Context: an optimization exercise on an open-source flow, tuned for small area, a short achievable clock period and few clock cycles per item. The choices shown serve that exercise and are no tape-out recipe. Function was checked by simulation only, so behaviour that the tests miss may differ from the original. Power and IR drop assume default switching activity.

File: design/flow/flow/run.sh
#!/bin/bash
set -euo pipefail
bash standard.sh SETUP_SLACK_MARGIN=6.8 \
  "BUFFER_PORTS_ARGS=-buffer_cell sky130_fd_sc_hd__buf_4" \
  "CTS_ARGS=-sink_clustering_enable -repair_clock_nets -sink_clustering_size 24 -sink_clustering_max_diameter 60 -buf_list sky130_fd_sc_hd__clkbuf_16 -dont_use_dummy_load" \
  finish > make.log 2>&1
File: design/flow/standard.sh
#!/bin/bash
# synth_recipe.tcl (not shown) runs the flow's synth.tcl, then flattens the netlist and writes it again
# the make line also repeats each setting of config.mk as NAME=value (left out here)
make -C /OpenROAD-flow-scripts/flow DESIGN_CONFIG=/design/flow/config.mk WORK_HOME=/design/flow/orfs CLKGATE_MAP_FILE= SYNTH_SCRIPT=/design/flow/synth_recipe.tcl "${@:-finish}"
File: design/flow/config.mk
export PLATFORM = sky130hd
export DESIGN_NAME = adjacency_matrix_dfs
export DESIGN_NICKNAME = adjacency_matrix_dfs
export VERILOG_FILES = /design/flow/design.v
export SDC_FILE = /design/flow/constraint.sdc
export NUM_CORES = 4
export LEC_CHECK = 0
export CAP_MARGIN = 20
export CORE_MARGIN = 2
export CORE_UTILIZATION = 55
export CTS_BUF_LIST = sky130_fd_sc_hd__clkbuf_16
export CTS_CLUSTER_DIAMETER = 60
export CTS_CLUSTER_SIZE = 24
export SLEW_MARGIN = 20
File: design/flow/constraint.sdc
create_clock -name core_clock -period 10.0 [get_ports {clk}]
set_input_delay 2.0000 -clock core_clock [delete_from_list [all_inputs] [get_ports {clk}]]
set_output_delay 2.0000 -clock core_clock [all_outputs]
set_load 0.01 [all_outputs]
File: design/flow/design.v
module amd_ram #(
  parameter int Width = 16,
  parameter int Depth = 16
) (
  input  logic                     clk,
  input  logic                     we,
  input  logic [$clog2(Depth)-1:0] addr,
  input  logic [Width-1:0]         wdata,
  output logic [Width-1:0]         rdata
);
  logic [Width-1:0] mem [Depth];
  always_ff @(posedge clk) begin
    if (we) begin
      mem[addr] <= wdata;
    end
    rdata <= mem[addr];
  end
endmodule
module adjacency_matrix_dfs (
  input  logic        clk,
  input  logic        rst_n,
  input  logic        start,
  output logic        busy,
  input  logic [49:0] in_word,
  output logic        out_valid,
  output logic [18:0] out_word
);
  localparam int N = 16;
  localparam logic [1:0] REQ_ADD_VERTEX = 2'd0;
  localparam logic [1:0] REQ_ADD_EDGE = 2'd1;
  localparam logic [1:0] REQ_WALK = 2'd2;
  localparam logic [1:0] ST_OK = 2'd0;
  localparam logic [1:0] ST_FULL = 2'd1;
  localparam logic [1:0] ST_EXISTS = 2'd2;
  localparam logic [1:0] ST_NOT_FOUND = 2'd3;
  logic [15:0] labels_r [N];
  logic [N-1:0] used_r;           
  logic [N-1:0] dup_r;            
  logic [N-1:0] adj_r [N];        
  logic [1:0] r_type;
  logic [15:0] r_a, r_b;
  logic r_wnz;
  logic r_v;
  logic s_v;
  logic [1:0] s_type;
  logic s_full;                   
  logic s_wnz;
  logic [N-1:0] s_sa, s_sb;
  logic walk_r;                   
  logic idle_r;                   
  logic [N-1:0] vis_r;            
  logic [N-1:0] front_r;          
  logic [N-1:0] pri_r [N];        
  logic s_adv, r_adv, x_go;
  assign s_adv = !s_v || !walk_r;
  assign r_adv = !r_v || s_adv;
  assign x_go = s_v && !walk_r;
  logic [N-1:0] la, lb;
  always_comb begin
    for (int i = 0; i < N; i++) begin
      la[i] = used_r[i] && !dup_r[i] && labels_r[i] == r_a;
      lb[i] = used_r[i] && !dup_r[i] && labels_r[i] == r_b;
    end
  end
  logic full, add_now;
  logic [N-1:0] wslot;
  assign full = used_r[N-1];
  always_comb begin
    for (int i = 0; i < N; i++) begin
      wslot[i] = !used_r[i] && (i == 0 || used_r[(i == 0) ? 0 : i - 1]);
    end
  end
  assign add_now = r_v && s_adv && r_type == REQ_ADD_VERTEX && !full;
  logic fa, fb;
  assign fa = |s_sa;
  assign fb = |s_sb;
  logic [N-1:0] inj, vis, q, newf, avail, open_v [N], diag;
  logic front_ge2, last, keep;
  assign inj = s_sa & {N{idle_r}};
  assign vis = vis_r & {N{!idle_r}};
  assign keep = walk_r || (s_v && s_type == REQ_WALK);
  always_comb begin
    for (int w = 0; w < N; w++) begin
      logic ok;
      ok = front_r[w] || inj[w];
      for (int x = 0; x < N; x++) begin
        if (x > w) ok = ok && (!front_r[x] || pri_r[w][x]);
        if (x < w) ok = ok && (!front_r[x] || !pri_r[x][w]);
      end
      q[w] = ok;
    end
    newf = '0;
    for (int w = 0; w < N; w++) begin
      open_v[w] = adj_r[w] & ~vis;
      open_v[w][w] = 1'b0;
      diag[w] = adj_r[w][w];
      avail[w] = |open_v[w];
      newf = newf | (open_v[w] & {N{q[w]}});
    end
    front_ge2 = 1'b0;
    for (int w = 0; w < N; w++) begin
      for (int x = w + 1; x < N; x++) begin
        front_ge2 = front_ge2 | (front_r[w] & front_r[x]);
      end
    end
    last = !(front_ge2 || |(q & avail));
  end
  logic [N-1:0] hit;
  logic [3:0] hit_grp;
  assign hit = (newf & s_sb) | (s_sa & s_sb & diag);
  always_comb begin
    for (int k = 0; k < 4; k++) begin
      hit_grp[k] = |hit[4*k +: 4];
    end
  end
  logic w_v;
  logic w_last, w_ae;
  logic [1:0] w_status;
  logic [3:0] w_hit;
  logic [N-1:0] w_vert;
  logic [15:0] w_label;
  always_comb begin
    w_label = '0;
    for (int v = 0; v < N; v++) begin
      w_label = w_label | (labels_r[v] & {16{w_vert[v]}});
    end
  end
  logic out_last, out_ae;
  logic [1:0] out_status;
  logic walk_word;
  logic walk_nxt;
  logic set_edge;
  always_comb begin
    out_last = 1'b1;
    out_status = ST_OK;
    out_ae = 1'b0;
    walk_word = 1'b0;
    walk_nxt = 1'b0;
    set_edge = 1'b0;
    if (walk_r) begin
      out_last = last;
      walk_word = 1'b1;
      walk_nxt = !last;
    end else begin
      case (s_type)
        REQ_ADD_VERTEX: begin
          if (s_full) out_status = ST_FULL;
        end
        REQ_ADD_EDGE: begin
          if (!fa || !fb) out_status = ST_NOT_FOUND;
          else out_ae = 1'b1;
          set_edge = x_go && s_wnz;
        end
        REQ_WALK: begin
          if (!fa) out_status = ST_NOT_FOUND;
          else begin
            out_last = last;
            walk_word = 1'b1;
            walk_nxt = !last && s_v;
          end
        end
        default: ;
      endcase
    end
  end
  logic r_v_nxt, s_v_nxt;
  logic [N-1:0] s_sa_nxt;
  assign r_v_nxt = r_adv ? (start && !busy) : r_v;
  assign s_v_nxt = s_adv ? r_v : s_v;
  assign s_sa_nxt = s_adv ? la : s_sa;
  always_ff @(posedge clk) begin
    if (!rst_n) begin
      r_v <= 1'b0;
      s_v <= 1'b0;
      walk_r <= 1'b0;
      idle_r <= 1'b1;
      busy <= 1'b0;
      used_r <= '0;
      front_r <= '0;
      w_v <= 1'b0;
      out_valid <= 1'b0;
    end else begin
      r_v <= r_v_nxt;
      s_v <= s_v_nxt;
      walk_r <= walk_nxt;
      idle_r <= !walk_nxt;
      busy <= walk_nxt && s_v_nxt && r_v_nxt;
      if (add_now) used_r <= used_r | wslot;
      front_r <= ((front_r & ~q) | newf) & {N{keep}};
      w_v <= walk_r || s_v;
      out_valid <= w_v;
    end
    if (r_adv) begin
      r_type <= in_word[49:48];
      r_a <= in_word[47:32];
      r_b <= in_word[31:16];
      r_wnz <= in_word[15:0] != 16'd0;
    end
    if (s_adv) begin
      s_type <= r_type;
      s_full <= full;
      s_wnz <= r_wnz;
      s_sb <= lb;
    end
    s_sa <= s_sa_nxt;
    w_last <= out_last;
    w_status <= out_status;
    w_ae <= out_ae;
    w_hit <= hit_grp;
    w_vert <= q & {N{walk_word}};
    out_word <= {w_label, w_last, (w_ae && |w_hit) ? ST_EXISTS : w_status};
    vis_r <= vis | q;
    for (int i = 0; i < N; i++) begin
      if (add_now && wslot[i]) begin
        labels_r[i] <= r_a;
        dup_r[i] <= |la;
      end
      for (int j = 0; j < N; j++) begin
        if (add_now && wslot[i]) adj_r[i][j] <= 1'b0;
        else if (set_edge && s_sa[i] && s_sb[j]) adj_r[i][j] <= 1'b1;
      end
      for (int j = i + 1; j < N; j++) begin
        if (newf[i]) pri_r[i][j] <= 1'b1;
        else if (newf[j]) pri_r[i][j] <= 1'b0;
      end
    end
  end
endmodule
==> impl_metrics.toml, run 1 <==
[outcome]
outcome = "no timing/DRC/antenna violations"

[critical_path]
critical_path.endpoint = "pri_r[2][3]"
register_to_register_path_setup_slack_ps = 6740
setup.worst_path.start_class = "flip-flop"
crit_type = "reg2reg"
worstSetupStartpoint = "front_r[4]"
end_kind = "flip-flop"
worstReg2RegEnd = "pri_r[2][3]"
worst-endpoint-required_ps = 10570
reg2reg_from = "front_r[4]"
critPathMaxFanout = 13
critPathArrivalTime_ps = 3830
worst_r2r_path_depth = 10

[global_route]
number_of_antenna_violations_at_the_first_check_in_global_routing = 6
vias_in_the_first_global_route = 30400
global_route_wire_length_before_repair_mm = 233
grt_max_degree = 40
globalRoute.totalOverflow = 0
globalRouteTotalUtil_pct = 48.5

[placement]
place.detailed.hpwl_mm = 113
place.port_buffers = 73
globalplace.congestion = 1.10

[cts]
ctsRootBufferMaster = "sky130_fd_sc_hd__clkbuf_16"
insertion_delay_ps = 700
cts_tree = "yes"
cts_num_sinks = 817
clk_path_buf_depth = 3
cts_clk_pin_slew_worst_paths_ps = 90
clock_buffers_created_by_tritoncts = 57
postCtsHoldBufs = 0
cts.htree.levels = 2

[floorplanning]
die_width_um = 262
num_io_pins = 74
die_h_um = 262
core_area_um2 = 65900
floorplan.rows = 94
initial_core_utilization_pct = 55.7
design.die.area_um2 = 68700

[timing]
tightestPinTransition_ps = 1280
setup-tns-final_ps = 0
max_freq_mhz = 307
number_of_hold_violations_in_the_final_report = 0
number_of_max_slew_violations_in_the_final_report = 0
setup_viol = 0
rsz_0062_raised_after_global_routing = "false"
max_slew_margin_pct = 14.9
worst_clock_skew_ps = 66.1
fin_crit_ps = 3260
final_min_period_over_clock_period_pct = 32.6

[routing]
route.detailed.drc = 0
dr.pass1.iters = 10
detailroute.via_count = 32500
wl_per_cell_um = 38.4
ant_nets = 0
drt-total-wl_mm = 170
drt_iter0_drc = 6264
post_drt_via_cell_ratio = 7.34

[min_path]
min-delay-path-class = "reg2reg"
min_path_cells = 1

[synth]
async_reset_ff_share_pct = 0
post_syn_instances = 3554
post-synth-top-area-fraction_pct = 28.1
synth_top_flop_cell = "sky130_fd_sc_hd__dfxtp_1"
yosysWarnings = 5
synth_area_um2 = 36700
number_of_distinct_library_cells_after_synthesis = 77
synth.ff_latch_count = 817
postSynthAreaPerCell_um2 = 10.3
synth_top_cell_by_area = "sky130_fd_sc_hd__edfxtp_1"
synth-edff-count = 343
ys_top_cells_by_area = "sky130_fd_sc_hd__edfxtp_1 28%, sky130_fd_sc_hd__dfxtp_1 26%, sky130_fd_sc_hd__xor2_1 12%, sky130_fd_sc_hd__a21oi_1 4.2%, sky130_fd_sc_hd__a22oi_1 3.5%"
synth.net_count = 3607
seq_area_frac_synth_pct = 54.0

[flow_run]
maxcap_viol_count = 0

[pwr]
leakagePower_nw = 15.7
vdd.ir_drop.worst_uv = 193
pwr_density_cell_nw_per_um2 = 145

[cells_and_area]
areaGrowthSynthToFinish_pct = 10.5
mostFrequentLayoutCells = "512 x sky130_fd_sc_hd__xor2_1, 461 x sky130_fd_sc_hd__dfxtp_1, 343 x sky130_fd_sc_hd__edfxtp_1"
mostFrequentLayoutCell = "sky130_fd_sc_hd__xor2_1"
fill_cells = 5473
fin_nets = 3620
regArea_um2 = 19800
multiInputGateArea_um2 = 16100
share_of_final_layout_standard_cells_stronger_than_drive_strength_1_pct = 11.2
finish.utilization_pct = 61.5
[logic make-up after synthesis]
logic type,count (synthesis),synth area share (%)
adders and majority gates,1,0.0273
xor gates and xnor gates,512,12.2
and+or+nand+nor,1047,13.8
AOI/OAI and AO/OA,855,16.3
DFF,817,54.0
buffers and inverters,322,3.62
[metal layers]
layer | wire [um] | global-route usage, % | part of all wire (%) | vias to the layer above
met5 | 13 | 0.139 | 0.0076 | -
met4 | 19100 | 38.2 | 11 | 2
met3 | 23800 | 14.4 | 14 | 1009
met2 | 71600 | 72.5 | 42 | 3172
met1 | 55800 | 58.6 | 33 | 15500
li1 | - | - | - | 12900
[per-stage QoR]
step                area (um^2)  hold slack (ps)  std cells  power (mW)  worst slack [ps]
finish                    40500              441       4431        5.87              6740
global route              40500              454       4429        5.96              6730
CTS                       39900              446       4398        5.83              6760
detailed placement        38000              428       4309        3.78              5710
global placement          38000              409       4306        3.78              5670
floorplan                 36700              310       3554        3.68              6920
[flip-flops by register name (all words and copies together) (netlist names), 2 cells and up]
name and flops:
pri_r 120, vis_r 16, w_vert 16, dup_r 16, labels_r 256, out_word 19
used_r 16, r_type 2, w_hit 4, front_r 16, s_sa 16, r_b 16
r_a 16, s_sb 16, adj_r 256, s_type 2, w_status 2
[cell usage after synthesis (3+ instances only)]
| cell type | n |
|---|---|
| sky130_fd_sc_hd__inv_2 | 5 |
| sky130_fd_sc_hd__and4_1 | 5 |
| sky130_fd_sc_hd__a221o_1 | 3 |
| sky130_fd_sc_hd__buf_1 | 15 |
| sky130_fd_sc_hd__a221oi_1 | 86 |
| sky130_fd_sc_hd__nor4_1 | 116 |
| sky130_fd_sc_hd__nor4_4 | 3 |
| sky130_fd_sc_hd__nand2_1 | 273 |
| sky130_fd_sc_hd__a32o_1 | 4 |
| sky130_fd_sc_hd__buf_2 | 49 |
| sky130_fd_sc_hd__buf_4 | 5 |
| sky130_fd_sc_hd__nand3_1 | 54 |
| sky130_fd_sc_hd__buf_6 | 5 |
| sky130_fd_sc_hd__o21ai_1 | 7 |
| sky130_fd_sc_hd__o2111ai_1 | 19 |
| sky130_fd_sc_hd__xor2_1 | 512 |
| sky130_fd_sc_hd__a21o_1 | 30 |
| sky130_fd_sc_hd__nor2b_1 | 23 |
| sky130_fd_sc_hd__nor2_1 | 302 |
| sky130_fd_sc_hd__nand4_1 | 72 |
| sky130_fd_sc_hd__o22ai_1 | 17 |
| sky130_fd_sc_hd__clkbuf_1 | 206 |
| sky130_fd_sc_hd__nand2b_1 | 75 |
| sky130_fd_sc_hd__o211ai_1 | 5 |
| sky130_fd_sc_hd__or4_1 | 6 |
| sky130_fd_sc_hd__dfxtp_1 | 474 |
| sky130_fd_sc_hd__and2_1 | 24 |
| sky130_fd_sc_hd__nor3_1 | 75 |
| sky130_fd_sc_hd__a2111oi_0 | 4 |
| sky130_fd_sc_hd__inv_1 | 35 |
| sky130_fd_sc_hd__a222oi_1 | 31 |
| sky130_fd_sc_hd__a22oi_1 | 170 |
| sky130_fd_sc_hd__a22o_1 | 93 |
| sky130_fd_sc_hd__a21oi_1 | 310 |
| sky130_fd_sc_hd__and3_1 | 4 |
| sky130_fd_sc_hd__edfxtp_1 | 343 |
| sky130_fd_sc_hd__o221ai_1 | 8 |
| sky130_fd_sc_hd__a32oi_1 | 3 |
| sky130_fd_sc_hd__o21ai_0 | 34 |
[what timing repair did]
item	CTS	global route
setup buffers	30	23
endpoints found under the hold margin	0	0
pin swaps	14	21
setup endpoints to repair	180	266
gates resized for setup	59	56
cloned	2	4
[layout make-up]
cell class	count	share of cell area (%)
Antenna cell	2	0.0124
Clock buffer	57	3.52
Inverter	42	0.494
Multi-Input combinational cell	2421	39.7
Sequential cell	817	49.0
Tap cell	864	2.67
Timing Repair Buffer	228	4.69
[power breakdown]
part           total (mW)  internal, mW  switching [mW]
clock network        2.15          1.00            1.15
logic               0.240        0.0722           0.168
registers            3.48          3.47         0.00712
total                5.87          4.54            1.32
[critical path: stages (launching register included)]
cell and delay, ps:
sky130_fd_sc_hd__dfxtp_1 370, sky130_fd_sc_hd__buf_4 230, sky130_fd_sc_hd__a22oi_1 180, sky130_fd_sc_hd__o211ai_1 170, sky130_fd_sc_hd__a2111oi_4 470, sky130_fd_sc_hd__o2111a_2 530, sky130_fd_sc_hd__a22oi_1 140, sky130_fd_sc_hd__and4_1 340
sky130_fd_sc_hd__a32oi_4 300, sky130_fd_sc_hd__inv_2 210, sky130_fd_sc_hd__a21o_1 220
[worst min-delay path by stage]
stage	from	end
after floorplan	w_last	out_word[2]
after global placement	r_wnz	s_wnz
after detailed placement	w_v	out_valid
after CTS	r_wnz	s_wnz
after global routing	r_wnz	s_wnz
final	w_v	out_valid
Testbench counts, summed over its fixed seeds: cycles 6,324, items 1,600.
==> run 2: changes to the inputs <==
--- a/design/flow/config.mk
+++ b/design/flow/config.mk
@@ -7,7 +7,7 @@
 export LEC_CHECK = 0
 export CAP_MARGIN = 20
 export CORE_MARGIN = 2
-export CORE_UTILIZATION = 55
+export CORE_UTILIZATION = 60
 export CTS_BUF_LIST = sky130_fd_sc_hd__clkbuf_16
 export CTS_CLUSTER_DIAMETER = 60
 export CTS_CLUSTER_SIZE = 24
==> run 2 against run 1 <==
Net effect: still clean on timing, DRC and antenna; final cell count decreased by 1.6%; count of clock-buffer cells in the layout fell by 6; critical path depth stayed put; non-clock buffer count increased by 19; maximum frequency fell by 2.6%; largest power group unchanged; critical path type unchanged.
==> impl_metrics.toml, run 2 <==
[floorplanning]
initial_core_utilization_pct = 60.7
num_io_pins = 74
floorplan.rows = 90
design.die.area_um2 = 63100
core_area_um2 = 60400
die_h_um = 251
die_width_um = 251

[routing]
dr_wl_met2_mm = 68.3
dr.pass1.iters = 10
wl_per_cell_um = 38.6
highest_metal_layer_with_signal_wires = "met5"
post_drt_via_cell_ratio = 7.65
met3RoutedLength_mm = 26.8
ant_nets = 0
routedLengthMet1_mm = 54.3
drt-total-wl_mm = 168
route.detailed.drc = 0
drt_iter0_drc = 6950
detailroute.via_count = 33300

[synth]
synth_area_um2 = 36700
postSynthAreaPerCell_um2 = 10.3
synth.net_count = 3607
synth-edff-count = 343
post-synth-top-count-cell = "sky130_fd_sc_hd__xor2_1"
ys_top_cells_by_area = "sky130_fd_sc_hd__edfxtp_1 28%, sky130_fd_sc_hd__dfxtp_1 26%, sky130_fd_sc_hd__xor2_1 12%, sky130_fd_sc_hd__a21oi_1 4.2%, sky130_fd_sc_hd__a22oi_1 3.5%"
synth_top_flop_cell = "sky130_fd_sc_hd__dfxtp_1"
synth_top_cell_by_area = "sky130_fd_sc_hd__edfxtp_1"
seq_area_frac_synth_pct = 54.0
post-synth-top-area-fraction_pct = 28.1
post_syn_instances = 3554
number_of_distinct_library_cells_after_synthesis = 77
synthTopCellsByCount = "512 x sky130_fd_sc_hd__xor2_1, 474 x sky130_fd_sc_hd__dfxtp_1, 343 x sky130_fd_sc_hd__edfxtp_1, 310 x sky130_fd_sc_hd__a21oi_1, 302 x sky130_fd_sc_hd__nor2_1"
yosysWarnings = 5
synth.ff_latch_count = 817
async_reset_ff_share_pct = 0

[timing]
setup_viol = 0
tightestPinTransition_ps = 1310
max_slew_margin_pct = 12.3
rsz_0062_raised_after_global_routing = "true"
setup-tns-final_ps = 0
max_freq_mhz = 299
layout_setup_ws_ps = 6650
number_of_hold_violations_in_the_final_report = 0
final_min_period_over_clock_period_pct = 33.5
fin_crit_ps = 3350
number_of_max_slew_violations_in_the_final_report = 0
worst_clock_skew_ps = 70.9

[cells_and_area]
mostFrequentLayoutCell = "sky130_fd_sc_hd__xor2_1"
areaGrowthSynthToFinish_pct = 10.7
biggest_regs = "adj_r: 256 flops, labels_r: 256 flops, pri_r: 120 flops"
fin_nets = 3628
mostFrequentLayoutCells = "510 x sky130_fd_sc_hd__xor2_1, 461 x sky130_fd_sc_hd__dfxtp_1, 343 x sky130_fd_sc_hd__edfxtp_1"
share_of_final_layout_standard_cells_stronger_than_drive_strength_1_pct = 11.7

[critical_path]
critPathMaxFanout = 16
worst-endpoint-required_ps = 10540
crit_type = "reg2reg"
setup.worst_path.start_class = "flip-flop"
critPathArrivalTime_ps = 3890
end_kind = "flip-flop"

[pwr]
pwr-share-clk_pct = 35.3
total_switching_power_mw = 1.29
vdd.ir_drop.worst_uv = 204
comb_power_share_pct = 4.1
pwr_density_cell_nw_per_um2 = 141
leakagePower_nw = 15.7
internal_power_mw = 4.44
p_sw_share_pct = 22.5
share_seq_of_total_power_pct = 60.6

[placement]
place.port_buffers = 73
place.detailed.hpwl_mm = 111
globalplace.congestion = 1.08
placement.setup.worst_slack_ps = 5360

[cts]
ctsRootBufferMaster = "sky130_fd_sc_hd__clkbuf_16"
cts_num_sinks = 817
postCtsHoldBufs = 0
cts.htree.levels = 2
clock_buffers_created_by_tritoncts = 51
cts_clk_pin_slew_worst_paths_ps = 90
insertion_delay_ps = 680
clk_path_buf_depth = 3
cts_tree = "yes"

[min_path]
min-delay-path-class = "reg2reg"

[outcome]
outcome = "no timing/DRC/antenna violations"

[global_route]
vias_in_the_first_global_route = 30700
global_route_wire_length_before_repair_mm = 233
number_of_antenna_violations_at_the_first_check_in_global_routing = 10
grt_max_degree = 40
globalRouteTotalUtil_pct = 52.0
globalRoute.totalOverflow = 0

[flow_run]
maxcap_viol_count = 0
run 2: cell counts after synthesis:
Identical to the previous run, type by type.
run 2: power by group through the flow:
stage,Clock [mW],Combinational [mW],Sequential [mW]
2_1_floorplan,0,0.121,3.56
3_3_place_gp,0,0.216,3.56
3_5_place_dp,0,0.220,3.56
4_1_cts,1.99,0.221,3.48
5_1_grt,2.10,0.238,3.48
6_report,2.02,0.237,3.48
run 2: layout make-up:
type / instances / area, um^2
Inverter: 42 / 193
Antenna cell: 6 / 15.0
Timing Repair Buffer: 247 / 2140
Sequential cell: 817 / 19800
Clock buffer: 51 / 1280
Fill cell: 4612 / 19800
Multi-Input combinational cell: 2415 / 16100
Timing Repair inverter: 1 / 7.51
Tap cell: 782 / 978
run 2: through the flow:
| stage | utilization (%) | hold slack (ps) | total power [mW] | instances | area, um^2 |
|---|---|---|---|---|---|
| final | 67.2 | 416 | 5.74 | 4361 | 40600 |
| after global routing | 67.2 | 442 | 5.82 | 4355 | 40600 |
| after detailed placement | 63.0 | 398 | 3.78 | 4236 | 38000 |
| after global placement | 62.9 | 391 | 3.77 | 4232 | 37900 |
| after floorplan | - | 310 | 3.68 | 3554 | 36700 |
| after CTS | 66.1 | 420 | 5.69 | 4321 | 39900 |
run 2: path summary, 6_finish.rpt:
kind,startpoint,to,slack [ps],cells after the start
worst max-delay path,front_r[8],pri_r[0][1],6650,10
worst min-delay path,w_status[1],out_word[1],420,1
worst max register to register,front_r[8],pri_r[0][1],6650,10
worst min register to register,w_status[1],out_word[1],420,1
run 2: repair_timing:
action | 4_1_cts | 5_1_grt
setup buffers | 33 | 29
gates cloned | 1 | 2
endpoints found under the setup margin | 240 | 132
resized for setup | 81 | 84
pin swaps | 16 | 28
run 2: critical path, stage by stage (launching register included):
cell                         delay, ps
sky130_fd_sc_hd__dfxtp_1           320
sky130_fd_sc_hd__inv_1             370
sky130_fd_sc_hd__o22ai_1           170
sky130_fd_sc_hd__nor3_1            460
sky130_fd_sc_hd__and3_1            230
sky130_fd_sc_hd__buf_4             300
sky130_fd_sc_hd__a22oi_1           190
sky130_fd_sc_hd__nand4_1           380
sky130_fd_sc_hd__o21a_4            300
sky130_fd_sc_hd__clkinvlp_4        230
sky130_fd_sc_hd__a21o_1            220
run 2: routing by layer:
| layer | GRT usage, % | vias up |
|---|---|---|
| met2 | 74.8 | 3603 |
| met1 | 63.5 | 15700 |
| met5 | 0.0772 | - |
| li1 | - | 12900 |
| met3 | 18.1 | 1136 |
| met4 | 41.9 | 4 |
run 2: cell families after synthesis:
family,count (synthesis),synth area share (%)
adder cells (fa/ha/maj),1,0.0273
flip-flops,817,54.0
AND/OR/NAND/NOR,1047,13.8
buffers and inverters,322,3.62
XOR/XNOR,512,12.2
AO/OA/AOI/OAI,855,16.3
==> run 3: changes to the inputs <==
==> design/flow/flow/run.sh (replaced) <==
#!/bin/bash
set -euo pipefail
bash standard.sh SETUP_SLACK_MARGIN=6.8 \
  "BUFFER_PORTS_ARGS=-buffer_cell sky130_fd_sc_hd__buf_4" \
  "CTS_ARGS=-sink_clustering_enable -repair_clock_nets -sink_clustering_size 24 -sink_clustering_max_diameter 80 -buf_list sky130_fd_sc_hd__clkbuf_16 -dont_use_dummy_load" \
  finish > make.log 2>&1
--- a/design/flow/config.mk
+++ b/design/flow/config.mk
@@ -7,7 +7,7 @@
 export LEC_CHECK = 0
 export CAP_MARGIN = 20
 export CORE_MARGIN = 2
-export CORE_UTILIZATION = 60
+export CORE_UTILIZATION = 55
 export CTS_BUF_LIST = sky130_fd_sc_hd__clkbuf_16
 export CTS_CLUSTER_DIAMETER = 60
 export CTS_CLUSTER_SIZE = 24
==> run 3 against run 2 <==
Net effect: non-clock buffer count is 12 lower; sequential power hardly changed; combinational power hardly changed; largest cell class unchanged; routed wire length is 0.40% lower; die area is 8.9% higher; synthesized cell count stayed put; global-route usage is 3.7 points lower; final cell count is 1.3% higher; critical path depth is 2 lower; count of clock-buffer cells in the layout is 8 lower; area after synthesis stayed put; clock skew is 29 ps lower.
==> impl_metrics.toml, run 3 <==
[routing]
detailroute.via_count = 32000
route.detailed.drc = 0
post_drt_via_cell_ratio = 7.25
drt_iter0_drc = 6172
drt-total-wl_mm = 168
dr.pass1.iters = 9
wl_per_cell_um = 38.0
ant_nets = 0

[floorplanning]
core_area_um2 = 65900
floorplan.rows = 94
num_io_pins = 74
initial_core_utilization_pct = 55.7
die_h_um = 262
die_width_um = 262
design.die.area_um2 = 68700

[timing]
setup_viol = 0
number_of_max_slew_violations_in_the_final_report = 0
setup-tns-final_ps = 0
number_of_hold_violations_in_the_final_report = 0
worst_hold_check_slack_ps = 442
final_min_period_over_clock_period_pct = 33.6
max_freq_mhz = 298
tightestPinTransition_ps = 1310
fin_crit_ps = 3360
worst_clock_skew_ps = 41.7
rsz_0062_raised_after_global_routing = "true"
max_slew_margin_pct = 12.7

[critical_path]
critPathMaxFanout = 32
crit_type = "reg2reg"
worstReg2RegEnd = "dup_r[15]"
worst_r2r_path_depth = 8
largest_delay_share_family_worst_path = "simple AND/OR/NAND/NOR gates"
register_to_register_path_setup_slack_ps = 6640
cpMaxStageDelayCell = "sky130_fd_sc_hd__nor4_2"
crit_buf_inv = 2
setup.worst_path.start_class = "flip-flop"
end_kind = "flip-flop"
cell_by_cell_listing_of_the_critical_path = "buf_4 -> xor2_1 -> nor4_2 -> nand4_1 -> nor3_1 -> nor4_1 -> nand4_1 -> buf_4"
critPathArrivalTime_ps = 3840
cpPeakStageDelay_ps = 900
reg2reg_from = "r_a[7]"
worst-endpoint-required_ps = 10480

[min_path]
holdCritStartpoint = "w_v"
min-delay-path-class = "reg2reg"
min_path_cells = 1
hold_path_end = "out_valid"

[cts]
cts_tree = "yes"
clk_path_buf_depth = 3
cts.htree.levels = 2
cts_clk_pin_slew_worst_paths_ps = 90
insertion_delay_ps = 650
ctsRootBufferMaster = "sky130_fd_sc_hd__clkbuf_16"
clock_buffers_created_by_tritoncts = 43
cts_num_sinks = 817
postCtsHoldBufs = 0

[synth]
synth-edff-count = 343
post_syn_instances = 3554
synth_top_cell_by_area = "sky130_fd_sc_hd__edfxtp_1"
yosysWarnings = 5
number_of_distinct_library_cells_after_synthesis = 77
post-synth-top-area-fraction_pct = 28.1
postSynthAreaPerCell_um2 = 10.3
async_reset_ff_share_pct = 0
synth.ff_latch_count = 817
ys_top_cells_by_area = "sky130_fd_sc_hd__edfxtp_1 28%, sky130_fd_sc_hd__dfxtp_1 26%, sky130_fd_sc_hd__xor2_1 12%, sky130_fd_sc_hd__a21oi_1 4.2%, sky130_fd_sc_hd__a22oi_1 3.5%"
seq_area_frac_synth_pct = 54.0
synth.net_count = 3607
synth_top_flop_cell = "sky130_fd_sc_hd__dfxtp_1"
synth_area_um2 = 36700
post-synth-top-count-cell = "sky130_fd_sc_hd__xor2_1"
synthTopCellsByCount = "512 x sky130_fd_sc_hd__xor2_1, 474 x sky130_fd_sc_hd__dfxtp_1, 343 x sky130_fd_sc_hd__edfxtp_1, 310 x sky130_fd_sc_hd__a21oi_1, 302 x sky130_fd_sc_hd__nor2_1"

[outcome]
outcome = "no timing/DRC/antenna violations"

[cells_and_area]
regArea_um2 = 19800
final_cell_area_um2 = 40100
share_of_final_layout_standard_cells_stronger_than_drive_strength_1_pct = 10.9
mostFrequentLayoutCells = "512 x sky130_fd_sc_hd__xor2_1, 461 x sky130_fd_sc_hd__dfxtp_1, 343 x sky130_fd_sc_hd__edfxtp_1"
mostFrequentLayoutCell = "sky130_fd_sc_hd__xor2_1"
multiInputGateArea_um2 = 16000
fill_cells = 5508
areaGrowthSynthToFinish_pct = 9.45
biggest_regs = "adj_r: 256 flops, labels_r: 256 flops, pri_r: 120 flops"
fin_nets = 3609

[pwr]
pwr_density_cell_nw_per_um2 = 139
leakagePower_nw = 15.5
vdd.ir_drop.worst_uv = 162
design_power_total_mw = 5.58

[placement]
globalplace.congestion = 1.10
place.port_buffers = 73
place.detailed.hpwl_mm = 113
placedInstanceArea_um2 = 38000

[global_route]
global_route_wire_length_before_repair_mm = 232
globalRouteTotalUtil_pct = 48.3
grt_max_degree = 40
globalRoute.totalOverflow = 0
number_of_antenna_violations_at_the_first_check_in_global_routing = 10
vias_in_the_first_global_route = 30300

[flow_run]
maxcap_viol_count = 0
## run 3: final cells by class
cell class	instances	share of cell area [%]
inverter	42	0.480
timing repair buffer	235	4.84
multi-input combinational	2417	39.9
antenna	1	0.00624
tap	864	2.69
clock buffer	43	2.68
sequential	817	49.4
## run 3: report_power, final
group	total [mW]	internal (mW)	switching, mW	leakage (nW)
Combinational	0.239	0.0720	0.167	7.92
Sequential	3.48	3.47	0.00722	7.05
Clock	1.86	0.768	1.09	0.530
Total	5.58	4.31	1.27	15.5
## run 3: metrics by stage
| step | utilization, % | setup WS [ps] | instances |
|---|---|---|---|
| 2_1_floorplan | - | 6920 | 3554 |
| 3_3_place_gp | 57.7 | 5670 | 4306 |
| 3_5_place_dp | 57.8 | 5710 | 4309 |
| 4_1_cts | 60.2 | 6800 | 4390 |
| 5_1_grt | 60.9 | 6750 | 4418 |
| 6_report | 60.9 | 6640 | 4419 |
## run 3: cell families after synthesis
logic type      share of synthesized area, %
compound gates                          16.3
xor+xnor                                12.2
fa+ha+maj                             0.0273
buf+inv                                 3.62
flops                                   54.0
simple gates                            13.8
## run 3: how the worst max path moves through the flow
| stage | start | depth (start not counted) | to |
|---|---|---|---|
| 3_3_place_gp | idle_r | 10 | walk_r |
| 6_report | r_a[7] | 8 | dup_r[15] |
| 2_1_floorplan | walk_r | 8 | dup_r[1] |
| 3_5_place_dp | idle_r | 10 | busy |
| 5_1_grt | front_r[4] | 10 | pri_r[2][3] |
| 4_1_cts | front_r[5] | 11 | pri_r[0][1] |
## run 3: metal layers
| layer | wire [um] | vias up | GRT usage, % |
|---|---|---|---|
| met5 | 70 | - | 0 |
| met4 | 17500 | 10 | 37.7 |
| met3 | 22700 | 918 | 14.1 |
| met2 | 71500 | 3050 | 72.6 |
| met1 | 55900 | 15200 | 58.3 |
| li1 | - | 12800 | - |
## run 3: what timing repair did
action | in CTS | in global routing
resized for setup | 65 | 44
cloned | 1 | 1
buffers inserted | 37 | 20
pin swaps | 14 | 18
setup endpoints to repair | 194 | 105
==> run 4: changes to the inputs <==
==> design/flow/flow/run.sh (replaced) <==
#!/bin/bash
set -euo pipefail
bash standard.sh SETUP_SLACK_MARGIN=7.0 \
  "BUFFER_PORTS_ARGS=-buffer_cell sky130_fd_sc_hd__buf_4" \
  "CTS_ARGS=-sink_clustering_enable -repair_clock_nets -sink_clustering_size 24 -sink_clustering_max_diameter 80 -buf_list sky130_fd_sc_hd__clkbuf_16 -dont_use_dummy_load" \
  finish > make.log 2>&1
==> run 4 against run 3 <==
Net effect: still clean; setup slack better by 200 ps; clock skew up 12 ps; count of clock-buffer cells in the layout up 1; via count up 5.2%; die area unchanged.
==> impl_metrics.toml, run 4 <==
[outcome]
outcome = "no timing/DRC/antenna violations"

[synth]
async_reset_ff_share_pct = 0
seq_area_frac_synth_pct = 54.0
synth_top_cell_by_area = "sky130_fd_sc_hd__edfxtp_1"
post_synth_fa_ha_maj_area_fraction_pct = 0.0273
number_of_distinct_library_cells_after_synthesis = 77
synth-simple-area-share_pct = 13.8
synth_area_um2 = 36700
post-synth-top-area-fraction_pct = 28.1
yosysWarnings = 5
post-synth-top-count-cell = "sky130_fd_sc_hd__xor2_1"
postSynthAreaPerCell_um2 = 10.3
synth.ff_latch_count = 817
synth_compound_area_share_pct = 16.3
synthTopCellsByCount = "512 x sky130_fd_sc_hd__xor2_1, 474 x sky130_fd_sc_hd__dfxtp_1, 343 x sky130_fd_sc_hd__edfxtp_1, 310 x sky130_fd_sc_hd__a21oi_1, 302 x sky130_fd_sc_hd__nor2_1"
synth.net_count = 3607
post_syn_instances = 3554
ys_top_cells_by_area = "sky130_fd_sc_hd__edfxtp_1 28%, sky130_fd_sc_hd__dfxtp_1 26%, sky130_fd_sc_hd__xor2_1 12%, sky130_fd_sc_hd__a21oi_1 4.2%, sky130_fd_sc_hd__a22oi_1 3.5%"
synth_top_family_by_area = "compound AO/OA/AOI/OAI gates"
synthXorXnorAreaFrac_pct = 12.2
synth-edff-count = 343
synth_top_flop_cell = "sky130_fd_sc_hd__dfxtp_1"
muxShareOfSynthArea_pct = 0

[timing]
final_min_period_over_clock_period_pct = 31.6
max_freq_mhz = 317
tightestPinTransition_ps = 1440
number_of_max_slew_violations_in_the_final_report = 0
fin_crit_ps = 3160
worst_hold_check_slack_ps = 332
setup-tns-final_ps = 0
rsz_0062_raised_after_global_routing = "true"
setup_viol = 0
max_slew_margin_pct = 3.95
number_of_hold_violations_in_the_final_report = 0
worst_clock_skew_ps = 53.5

[cts]
cts_tree = "yes"
insertion_delay_ps = 650
clk_path_buf_depth = 3
ctsRootBufferMaster = "sky130_fd_sc_hd__clkbuf_16"
cts_clk_pin_slew_worst_paths_ps = 100
cts_num_sinks = 817
cts.htree.levels = 2
clock_buffers_created_by_tritoncts = 44
postCtsHoldBufs = 0

[cells_and_area]
fill_cells = 5338
final_cell_area_um2 = 41600
share_of_final_layout_standard_cells_stronger_than_drive_strength_1_pct = 14.5
biggest_regs = "adj_r: 256 flops, labels_r: 256 flops, pri_r: 120 flops"
finish.utilization_pct = 63.1
mostFrequentLayoutCell = "sky130_fd_sc_hd__xor2_1"
areaGrowthSynthToFinish_pct = 13.4
regArea_um2 = 19900
multiInputGateArea_um2 = 16300
mostFrequentLayoutCells = "512 x sky130_fd_sc_hd__xor2_1, 439 x sky130_fd_sc_hd__dfxtp_1, 343 x sky130_fd_sc_hd__edfxtp_1"
fin_nets = 3700

[routing]
route.detailed.drc = 0
post_drt_via_cell_ratio = 7.46
ant_nets = 0
dr.pass1.iters = 12
wl_per_cell_um = 37.9
detailroute.via_count = 33700
drt-total-wl_mm = 171
drt_iter0_drc = 7685

[critical_path]
worst-endpoint-required_ps = 10480
crit_type = "reg2reg"
worst_r2r_path_depth = 12
critPathArrivalTime_ps = 3640
setup.worst_path.start_class = "flip-flop"
cell_by_cell_listing_of_the_critical_path = "buf_6 -> a22oi_1 -> nand2_1 -> nor4_4 -> and2_4 -> buf_4 -> a222oi_1 -> nand3_1 -> nor3_4 -> buf_12 -> a2bb2oi_1 -> nand3_1"
end_kind = "flip-flop"
cpMaxStageDelayCell = "sky130_fd_sc_hd__a222oi_1"
critPathMaxFanout = 15
cpPeakStageDelay_ps = 670
worst_path_most_repeated_cell = "sky130_fd_sc_hd__nand3_1"

[flow_run]
maxcap_viol_count = 0

[placement]
globalplace.congestion = 1.11
placedInstanceArea_um2 = 38000
place.detailed.hpwl_mm = 113
place.port_buffers = 73

[pwr]
pwr_density_cell_nw_per_um2 = 135
leakagePower_nw = 16.2
vdd.ir_drop.worst_uv = 185
design_power_total_mw = 5.60

[min_path]
min-delay-path-class = "reg2reg"
min_path_cells = 0

[global_route]
grt_max_degree = 40
vias_in_the_first_global_route = 30300
global_route_wire_length_before_repair_mm = 231
number_of_antenna_violations_at_the_first_check_in_global_routing = 10
globalRouteTotalUtil_pct = 47.8
globalRoute.totalOverflow = 0

[floorplanning]
initial_core_utilization_pct = 55.7
die_width_um = 262
core_area_um2 = 65900
design.die.area_um2 = 68700
num_io_pins = 74
die_h_um = 262
floorplan.rows = 94
-- run 4: cell counts after synthesis --
No cell type changed its count.
-- run 4: layer usage --
layer / vias up / global-route usage, % / part of all wire (%)
li1: 13100 / - / -
met1: 16100 / 64.5 / 36
met2: 3598 / 64.2 / 38
met3: 911 / 22.6 / 19
met4: 16 / 22.3 / 7.3
met5: - / 2.64 / 0.24
-- run 4: power breakdown --
group	total (mW)	switching (mW)	internal, mW
Sequential	3.48	0.00669	3.47
Combinational	0.237	0.165	0.0726
Clock	1.89	1.10	0.785
-- run 4: cells by family after synthesis --
logic type	Yosys count
AO/OA/AOI/OAI	855
XOR/XNOR	512
adder cells (fa/ha/maj)	1
buffers and inverters	322
flip-flops	817
AND/OR/NAND/NOR	1047
-- run 4: repair_timing --
action                     in CTS  in global routing
setup buffers                  86                 55
setup endpoints to repair     572                379
resized for setup             156                 93
cloned                          2                 12
pin swaps                      28                 33
-- run 4: path summary, 6_finish.rpt --
check	start	endpoint	slack [ps]
max	front_r[2]	w_hit[0]	6840
min	w_last	out_word[2]	330
max reg2reg	front_r[2]	w_hit[0]	6840
min reg2reg	w_last	out_word[2]	330
-- run 4: stage by stage --
step                setup slack (ps)  cells
global route                    6860   4511
CTS                             6890   4435
global placement                5880   4302
finish                          6840   4516
detailed placement              5910   4303
floorplan                       7000   3554
-- run 4: critical path: cells and delay by family, from the launching register on --
kind            cells  cell delay (ps)
flops               1              380
compound gates      3              960
simple gates        6             1100
buf+inv             3              580
-- run 4: final cells by class --
class	instances	area share, %
diodes	7	0.0421
repair buffers	318	7.22
flip-flops and latches	817	47.8
clock buffers	44	2.65
multi-input cells	2424	39.2
inverters	42	0.512
well taps	864	2.60

## static timing again, ports no longer ideal
No port has a modelled driver above. Below, the same layouts with a new extraction and two added sets of constraints. Step 1, drivers: a clkbuf_16 drives clk and a buf_2 each remaining input, both assumed. Step 2 also shifts input and output timing later by t, the mid clock arrival at the registers, as if the neighbouring blocks saw the same clock. Slacks: ideal ports / drivers / drivers and shift; pairs: ideal ports / drivers.
| run | shift t [ns] | setup WS [ns] | pins driven straight from the clock port |
|---|---|---|---|
| run 1 | 0.735 | 6.741 / 6.741 / 6.741 | 1 |
| run 2 | 0.714 | 6.652 / 6.652 / 6.537 | 1 |
| run 3 | 0.704 | 6.642 / 6.642 / 6.642 | 1 |
| run 4 | 0.690 | 6.843 / 6.843 / 6.686 | 1 |
After both steps setup and hold are still met in every run listed. For run 4, which loses most, drivers alone change the setup slack by 0.000 ns; drivers and shift together by -0.157 ns.
